Context: an optimization exercise on an open-source flow, tuned for small area, a short achievable clock period and few clock cycles per item. The choices shown serve that exercise and are no tape-out recipe. At most, simulation tests tie the RTL to the original design; equivalence was not proved. Function not checked in run 2: the RTL went through the layout flow alone.

==> flow/design.v (outline; a module is shown in full before it is edited, if it fits) <==
// module mm_mul_cs: 3211 lines
// module matmul_4x4_seq: 151 lines
module matmul_4x4_seq #(
  parameter int w         = 32,
  parameter int WIDTH_OUT = 2*w+2
) (
  input  logic                        clk,
  input  logic                        rst_n,
  input  logic                        in_valid,
  output logic                        in_ready,
  input  logic signed [w-1:0]         in_data,
  output logic                        out_valid,
  input  logic                        out_ready,
  output logic signed [WIDTH_OUT-1:0] out_data,
  output logic                        out_last,
  output logic                        busy
);
  // ...
==> flow/run.sh <==
#!/bin/bash
# synth_recipe.tcl (not shown) runs the flow's synth.tcl, then flattens the netlist and writes it again
# the make line also repeats each setting of config.mk as NAME=value (left out here)
make -C /OpenROAD-flow-scripts/flow DESIGN_CONFIG=/design/flow/config.mk WORK_HOME=/design/flow/orfs CLKGATE_MAP_FILE= SYNTH_SCRIPT=/design/flow/synth_recipe.tcl finish
==> flow/config.mk <==
export PLATFORM = sky130hd
export DESIGN_NAME = matmul_4x4_seq
export DESIGN_NICKNAME = matmul_4x4_seq
export VERILOG_FILES = /design/flow/design.v
export SDC_FILE = /design/flow/constraint.sdc
export NUM_CORES = 4
export LEC_CHECK = 0
export CAP_MARGIN = 20
export CORE_MARGIN = 2
export CORE_UTILIZATION = 40
export SLEW_MARGIN = 20
==> flow/constraint.sdc <==
create_clock -name core_clock -period 12.0 [get_ports {clk}]
set_input_delay 2.4000 -clock core_clock [delete_from_list [all_inputs] [get_ports {clk}]]
set_output_delay 2.4000 -clock core_clock [all_outputs]
set_load 0.01 [all_outputs]
==> metrics.cfg, run 1 <==
[die]
rows=240
core_area_um2=427000

[logic_synthesis]
yosysUniqueCellTypes=90
synth_top_family_by_area=adder cells
ys.flop_type=edfxtp_1
synth.area.top_cells=edfxtp_1 30%, fa_1 22%, a22oi_1 8.7%
netlist.area_leader.share=0.296
yosysWarningCount=15

[setup_path]
crit_required_ps=12790
critPathTopFamily=adder cells
worst-path-stages=15
worst_path_max_delay_cell=buf_4
reg2reg_depth=15

[outcome]
status=no timing/DRC/antenna violations

[global_route]
track_usage=0.265
grt.met2_usage=0.425
grt_overflow_total=0

[drt]
route.detailed.drc=0
num_vias=118962

[cells_and_area]
num-fill-cells=39815
drive_above_1_share=0.0618
bufAreaShareNonClock=0.0204

[cts]
cts.sinks=2204
clock_path_buffers=4

[placement]
place.gp.congestion=0.918

[timing]
fin_tns_setup_ps=0
tightest_slew_ps=1180

[job]
max_cap_violations=0

Testbench counts, summed over its fixed seeds: cycles 2,192, jobs 64.
==> module matmul_4x4_seq, before the edit <==
module matmul_4x4_seq #(
  parameter int w         = 32,
  parameter int WIDTH_OUT = 2*w+2
) (
  input  logic                        clk,
  input  logic                        rst_n,
  input  logic                        in_valid,
  output logic                        in_ready,
  input  logic signed [w-1:0]         in_data,
  output logic                        out_valid,
  input  logic                        out_ready,
  output logic signed [WIDTH_OUT-1:0] out_data,
  output logic                        out_last,
  output logic                        busy
);
  logic       in_ready_q, in_hs, out_hs;
  logic [4:0] ecnt_q, ecnt_d;            
  logic       drain_left;                
  logic       blk0, s0_free;             
  logic       out_valid_q, out_last_q, busy_q;
  logic [3:0] ocnt_q;                    
  logic        vs_q, vs_d;
  logic [4:0]  es_q;
  logic [31:0] ds_q;
  logic [31:0] d_in;
  logic [4:0]  e_in;
  logic        v0_q;
  logic [4:0]  e0_q;
  logic [31:0] d0_q;
  logic [15:0] neg0_q, one0_q, two0_q;   
  logic [15:0] neg_d, one_d, two_d;
  logic [32:0] bx;
  logic        v1_q, clr1_q, last1_q;
  logic [65:0] s1_q [4];
  logic [65:0] c1_q [4];
  logic [65:0] s_w [4];
  logic [65:0] c_w [4];
  logic [31:0] a_q [16];
  logic [65:0] c_q [4][4];
  logic [65:0] acc_in [4];
  logic [65:0] new_c [4];
  logic        a_en, c_en;
  assign in_hs  = in_valid && in_ready_q;
  assign out_hs = out_valid_q && out_ready;
  always_comb begin
    ecnt_d     = in_hs ? ecnt_q + 5'd1 : ecnt_q;
    drain_left = out_valid_q && !(out_hs && out_last_q);
    blk0       = v0_q && e0_q == 5'd16 && drain_left;
    s0_free    = !blk0;
    vs_d       = s0_free ? 1'b0 : (vs_q || in_hs);
    d_in       = vs_q ? ds_q : in_data;
    e_in       = vs_q ? es_q : ecnt_q;
  end
  always_ff @(posedge clk or negedge rst_n) begin
    if (!rst_n) begin
      in_ready_q  <= 1'b1;
      ecnt_q      <= '0;
      vs_q        <= 1'b0;
      v0_q        <= 1'b0;
      v1_q        <= 1'b0;
      out_valid_q <= 1'b0;
      out_last_q  <= 1'b0;
      ocnt_q      <= '0;
      busy_q      <= 1'b0;
    end else begin
      ecnt_q     <= ecnt_d;
      vs_q       <= vs_d;
      in_ready_q <= !vs_d;
      if (s0_free) v0_q <= vs_q || in_hs;
      v1_q       <= v0_q && s0_free && e0_q[4];
      if (in_hs && ecnt_q == 5'd31) busy_q <= 1'b1;
      else if (out_hs && out_last_q) busy_q <= 1'b0;
      if (v1_q && last1_q) begin
        out_valid_q <= 1'b1;
        out_last_q  <= 1'b0;
        ocnt_q      <= '0;
      end else if (out_hs) begin
        ocnt_q     <= ocnt_q + 4'd1;
        out_last_q <= (ocnt_q == 4'd14);
        if (out_last_q) out_valid_q <= 1'b0;
      end
    end
  end
  always_comb begin
    bx = {d_in, 1'b0};
    for (int j = 0; j < 16; j++) begin
      one_d[j] = bx[2*j+1] ^ bx[2*j];
      two_d[j] = (bx[2*j+2] & ~bx[2*j+1] & ~bx[2*j]) | (~bx[2*j+2] & bx[2*j+1] & bx[2*j]);
      neg_d[j] = bx[2*j+2] & ~(bx[2*j+1] & bx[2*j]);
    end
  end
  always_ff @(posedge clk) begin
    if (s0_free) begin
      e0_q   <= e_in;
      d0_q   <= d_in;
      neg0_q <= neg_d;
      one0_q <= one_d;
      two0_q <= two_d;
    end
    if (!s0_free && !vs_q) begin
      es_q <= ecnt_q;
      ds_q <= in_data;
    end
  end
  assign a_en = v0_q && s0_free && (!e0_q[4] || e0_q[1:0] == 2'd3);
  always_ff @(posedge clk) begin
    if (a_en) begin
      for (int p = 0; p < 15; p++) a_q[p] <= a_q[p+1];
      a_q[15] <= d0_q;
    end
  end
  for (genvar i = 0; i < 4; i++) begin : g_mul
    mm_mul_cs u_mul (
      .a   (a_q[4*i]),
      .neg (neg0_q),
      .one (one0_q),
      .two (two0_q),
      .s   (s_w[i]),
      .c   (c_w[i])
    );
  end
  always_ff @(posedge clk) begin
    clr1_q  <= (e0_q[3:2] == 2'd0);
    last1_q <= (e0_q == 5'd31);
    for (int i = 0; i < 4; i++) begin
      s1_q[i] <= s_w[i];
      c1_q[i] <= c_w[i];
    end
  end
  for (genvar i = 0; i < 4; i++) begin : g_acc
    assign acc_in[i] = clr1_q ? '0 : c_q[i][0];
    assign new_c[i]  = (acc_in[i] ^ s1_q[i] ^ c1_q[i]) +
                       {(acc_in[i][64:0] & s1_q[i][64:0]) | (acc_in[i][64:0] & c1_q[i][64:0]) |
                        (s1_q[i][64:0] & c1_q[i][64:0]), 1'b0};
  end
  assign c_en = v1_q || out_hs;
  always_ff @(posedge clk) begin
    if (c_en) begin
      for (int i = 0; i < 4; i++) begin
        for (int r = 0; r < 3; r++) c_q[i][r] <= c_q[i][r+1];
        if (v1_q)       c_q[i][3] <= new_c[i];
        else if (i < 3) c_q[i][3] <= c_q[(i+1)%4][0];
      end
    end
  end
  assign in_ready  = in_ready_q;
  assign out_valid = out_valid_q;
  assign out_data  = c_q[0][0];
  assign out_last  = out_last_q;
  assign busy      = busy_q;
endmodule
==> inputs of run 2 (changes only) <==
--- a/flow/design.v
+++ b/flow/design.v
@@ -3232,13 +3232,7 @@
   logic       in_ready_q, in_hs, out_hs;
   logic [4:0] ecnt_q, ecnt_d;            
-  logic       drain_left;                
-  logic       blk0, s0_free;             
+  logic       pend_q, pend_d;            
   logic       out_valid_q, out_last_q, busy_q;
   logic [3:0] ocnt_q;                    
-  logic        vs_q, vs_d;
-  logic [4:0]  es_q;
-  logic [31:0] ds_q;
-  logic [31:0] d_in;
-  logic [4:0]  e_in;
   logic        v0_q;
   logic [4:0]  e0_q;
@@ -3260,11 +3254,6 @@
   assign out_hs = out_valid_q && out_ready;
   always_comb begin
-    ecnt_d     = in_hs ? ecnt_q + 5'd1 : ecnt_q;
-    drain_left = out_valid_q && !(out_hs && out_last_q);
-    blk0       = v0_q && e0_q == 5'd16 && drain_left;
-    s0_free    = !blk0;
-    vs_d       = s0_free ? 1'b0 : (vs_q || in_hs);
-    d_in       = vs_q ? ds_q : in_data;
-    e_in       = vs_q ? es_q : ecnt_q;
+    ecnt_d = in_hs ? ecnt_q + 5'd1 : ecnt_q;
+    pend_d = (pend_q && !(out_hs && out_last_q)) || (in_hs && ecnt_q == 5'd16);
   end
   always_ff @(posedge clk or negedge rst_n) begin
@@ -3272,5 +3261,5 @@
       in_ready_q  <= 1'b1;
       ecnt_q      <= '0;
-      vs_q        <= 1'b0;
+      pend_q      <= 1'b0;
       v0_q        <= 1'b0;
       v1_q        <= 1'b0;
@@ -3281,8 +3270,8 @@
     end else begin
       ecnt_q     <= ecnt_d;
-      vs_q       <= vs_d;
-      in_ready_q <= !vs_d;
-      if (s0_free) v0_q <= vs_q || in_hs;
-      v1_q       <= v0_q && s0_free && e0_q[4];
+      pend_q     <= pend_d;
+      in_ready_q <= (ecnt_d != 5'd16) || !pend_d;
+      v0_q       <= in_hs;
+      v1_q       <= v0_q && e0_q[4];
       if (in_hs && ecnt_q == 5'd31) busy_q <= 1'b1;
       else if (out_hs && out_last_q) busy_q <= 1'b0;
@@ -3299,5 +3288,5 @@
   end
   always_comb begin
-    bx = {d_in, 1'b0};
+    bx = {in_data, 1'b0};
     for (int j = 0; j < 16; j++) begin
       one_d[j] = bx[2*j+1] ^ bx[2*j];
@@ -3307,17 +3296,11 @@
   end
   always_ff @(posedge clk) begin
-    if (s0_free) begin
-      e0_q   <= e_in;
-      d0_q   <= d_in;
-      neg0_q <= neg_d;
-      one0_q <= one_d;
-      two0_q <= two_d;
-    end
-    if (!s0_free && !vs_q) begin
-      es_q <= ecnt_q;
-      ds_q <= in_data;
-    end
+    e0_q   <= ecnt_q;
+    d0_q   <= in_data;
+    neg0_q <= neg_d;
+    one0_q <= one_d;
+    two0_q <= two_d;
   end
-  assign a_en = v0_q && s0_free && (!e0_q[4] || e0_q[1:0] == 2'd3);
+  assign a_en = v0_q && (!e0_q[4] || e0_q[1:0] == 2'd3);
   always_ff @(posedge clk) begin
     if (a_en) begin
==> run 2 against run 1 <==
  * Still clean on timing, DRC and antenna
  * Maximum frequency up 2.8%
  * Via count fell by 2.3%
  * Final area decreased by 1.9%
  * Synthesized cell count fell by 1.0%
  * Critical path depth is 1 higher
  * Global-route usage down 0.50 points
  * Critical path type unchanged
==> metrics.cfg, run 2 <==
[outcome]
status=no timing/DRC/antenna violations

[timing]
fin_tns_setup_ps=0  ; unchanged
layout_min_cycle_time_ps=6340
setup_viol=0
max_freq_ghz=0.158
hold_viol=0
finalCritPeriodShare=0.528
tightest_slew_ps=1260  ; +85.4 ps
hold_ws_ps=339
worst_slack_ps=5660
finalClockSkew_ps=161
rsz0062_at_grt=no
slew_headroom=0.159
drv_slew=0

[die]
die-height_um=653
num_io_pins=106
die_w_um=653
rows=238  ; -0.83%
start_util=0.401
dieArea_um2=426000
core_area_um2=420000  ; -1.7%

[logic_synthesis]
syn_inst=14985
yosysWarningCount=15  ; unchanged
synth.area.top_cells=edfxtp_1 28%, fa_1 23%, a22oi_1 8.9%
synth_nets=17465
syn-cell-area_um2=168000
ys.flop_type=edfxtp_1
synth.most_common_cell=inv_1
avgSynthCellArea_um2=11.2
ys_seq_elements=2167
yosysSeqAreaShare=0.351
yosys.area.top_type=edfxtp_1
synthTopCellsByCount=2475 x inv_1, 1988 x a22oi_1, 1920 x fa_1
netlist.area_leader.share=0.280  ; -0.0165
yosysUniqueCellTypes=83  ; -7.8%
async_flop_share=0.00738
synth_edf_count=1568

[cells_and_area]
syn2layout_area_growth_pct=8.27
regMostFlops=c_q
fin_nets=16863
drive_above_1_share=0.0603  ; -0.00144
final_cell_mix=2474 x inv_1, 1988 x a22oi_1, 1920 x fa_1, 1568 x edfxtp_1, 1243 x xnor2_1
largest_reg_flops=1056
final_common_cell=inv_1
largestRegisters=c_q x1056, a_q x512, s1_q x256
num-fill-cells=39117  ; -1.8%

[setup_path]
crit_required_ps=12730  ; -60 ps
worstSetupPathType=reg2reg
critical_path.endpoint_type=flip-flop
worst-path-max-fanout=111
critPathArrivalTime_ps=7070
crit_path_start_kind=flip-flop

[global_route]
track_usage=0.260  ; -0.00496
grt_overflow_total=0  ; unchanged
grt_max_degree=176
antenna_found_initial=40
grt_pass1_wl_um=822000
grt_pass1_vias=122058

[drt]
wirelength_um=557000
routed_via_density=5.78
final_antenna_net_count=0
route.detailed.drc=0  ; unchanged
drt-pass1-iter-count=7
drt-initial-drc-count=12522
post_drt_wl_per_cell_um=27.7
num_vias=116254  ; -2.3%

[cts]
ctsHoldBuffers=0
worstSkewPairLatency_ps=1070
post_cts_buffers=0
cts_root_buf=clkbuf_16
cts_max_level=4
clock_path_buffers=4  ; unchanged
cts.sinks=2167  ; -1.7%
cts_tree=built
numCtsBuffers=236
clk_pin_slew_worst_paths_ps=60
cts_resized=0

[worst_hold_path]
hold_path.class=reg2reg

[placement]
post-place-ws_ps=5690
dp_hpwl_um=358000
place.gp.congestion=0.944  ; +2.8%
portBuffers=105

[job]
max_cap_violations=0  ; unchanged

[run 2: cell count changes after synthesis, moves of 14 or more]
cell,previous run,this run
xnor2_1,1262,1243
dfxtp_1,500,583
mux2i_1,38,24
edfxtp_1,1688,1568
o21bai_1,59,44
a21oi_1,304,289
or3_1,24,8
nor2_1,195,164
nand3b_1,3,19
mux2_2,188,161
a21o_1,142,157
buf_1,220,196
[run 2: per-stage QoR]
step / cells / utilization / area [um2]
3_3_place_gp: 19664 / 0.415 / 174000
3_5_place_dp: 19665 / 0.415 / 174000
2_1_floorplan: 14985 / - / 168000
4_1_cts: 20109 / 0.434 / 182000
6_report: 20113 / 0.434 / 182000
5_1_grt: 20110 / 0.434 / 182000
[run 2: final timing paths]
kind,end,startpoint,slack [ps],cells after the start
worst max-delay path,c_q[11][62]$_DFFE_PN_,clr1_q$_DFF_P_,5660,16
worst min-delay path,c_q[12][22]$_DFFE_PN_,c_q[13][22]$_DFFE_PN_,340,0
worst max register to register,c_q[11][62]$_DFFE_PN_,clr1_q$_DFF_P_,5660,16
worst min register to register,c_q[12][22]$_DFFE_PN_,c_q[13][22]$_DFFE_PN_,340,0
max in group asynchronous,v1_q$_DFF_PN0_,rst_n,9540,1
min in group asynchronous,ocnt_q[3]$_DFFE_PN0P_,rst_n,1900,1
[run 2: area by class of cell]
cell class              count  area (um2)  share of cell area
multi-input cells        9131       95300               0.523
flip-flops and latches   2167       59300               0.326
inverters                2476        9300              0.0510
well taps                5520        6910              0.0379
clock buffers             312        6460              0.0354
repair buffers            371        3410              0.0187
clock inverters           132        1470             0.00807
diodes                      4        10.0           0.0000549
[run 2: cell families (layout without fill, tap and decap cells)]
group,count (synthesis),in the layout,synth area share
compound gates,2961,2961,0.125
xor+xnor,2426,2426,0.126
fa+ha+maj,2492,2492,0.270
buf+inv,3687,3291,0.0824
flops,2167,2167,0.351
mux,185,185,0.0122
other cells,0,4,0
simple gates,1067,1067,0.0327
[run 2: worst max-delay path, stage by stage (launching register included)]
cell	delay (ps)
dfxtp_4	660
buf_12	520
buf_4	740
nand2b_1	220
fa_1	410
inv_1	70
ha_1	270
a21oi_1	240
nand2_1	140
o211ai_1	280
a211oi_1	200
a211o_1	410
a211oi_1	890
nor2_1	240
a211oi_1	310
xnor2_1	90
mux2_2	260
[run 2: metal layers]
metal | track usage | up-vias | share of wire
li1 | - | 48401 | -
met2 | 0.420 | 6889 | 0.46
met5 | 0 | - | 0.00029
met4 | 0.144 | 24 | 0.064
met1 | 0.319 | 58769 | 0.37
met3 | 0.0645 | 2171 | 0.10

[port drivers added, routing unchanged]
No port has a modelled driver above. Below, the same layouts with a new extraction and two added sets of constraints.
Step 1, drivers: a clkbuf_16 drives clk and a buf_2 each remaining input, both assumed.
Step 2 also shifts input and output timing later by t, the mid clock arrival at the registers, as if the neighbouring blocks saw the same clock.
a / b / c = no drivers / after step 1 / after step 2; a / b = the first two.
| run | t (ns) | setup WS [ns] | clock arrival spread, ns | worst data-port slew with drivers (ns) | pins driven straight from the clock port |
|---|---|---|---|---|---|
| run 1 | 1.085 | 5.479 / 5.479 / 5.479 | 0.137 / 0.137 | 0.14 | 1 |
| run 2 | 1.086 | 5.660 / 5.660 / 5.660 | 0.162 / 0.163 | 0.15 | 1 |
After both steps setup and hold are still met in every run listed.
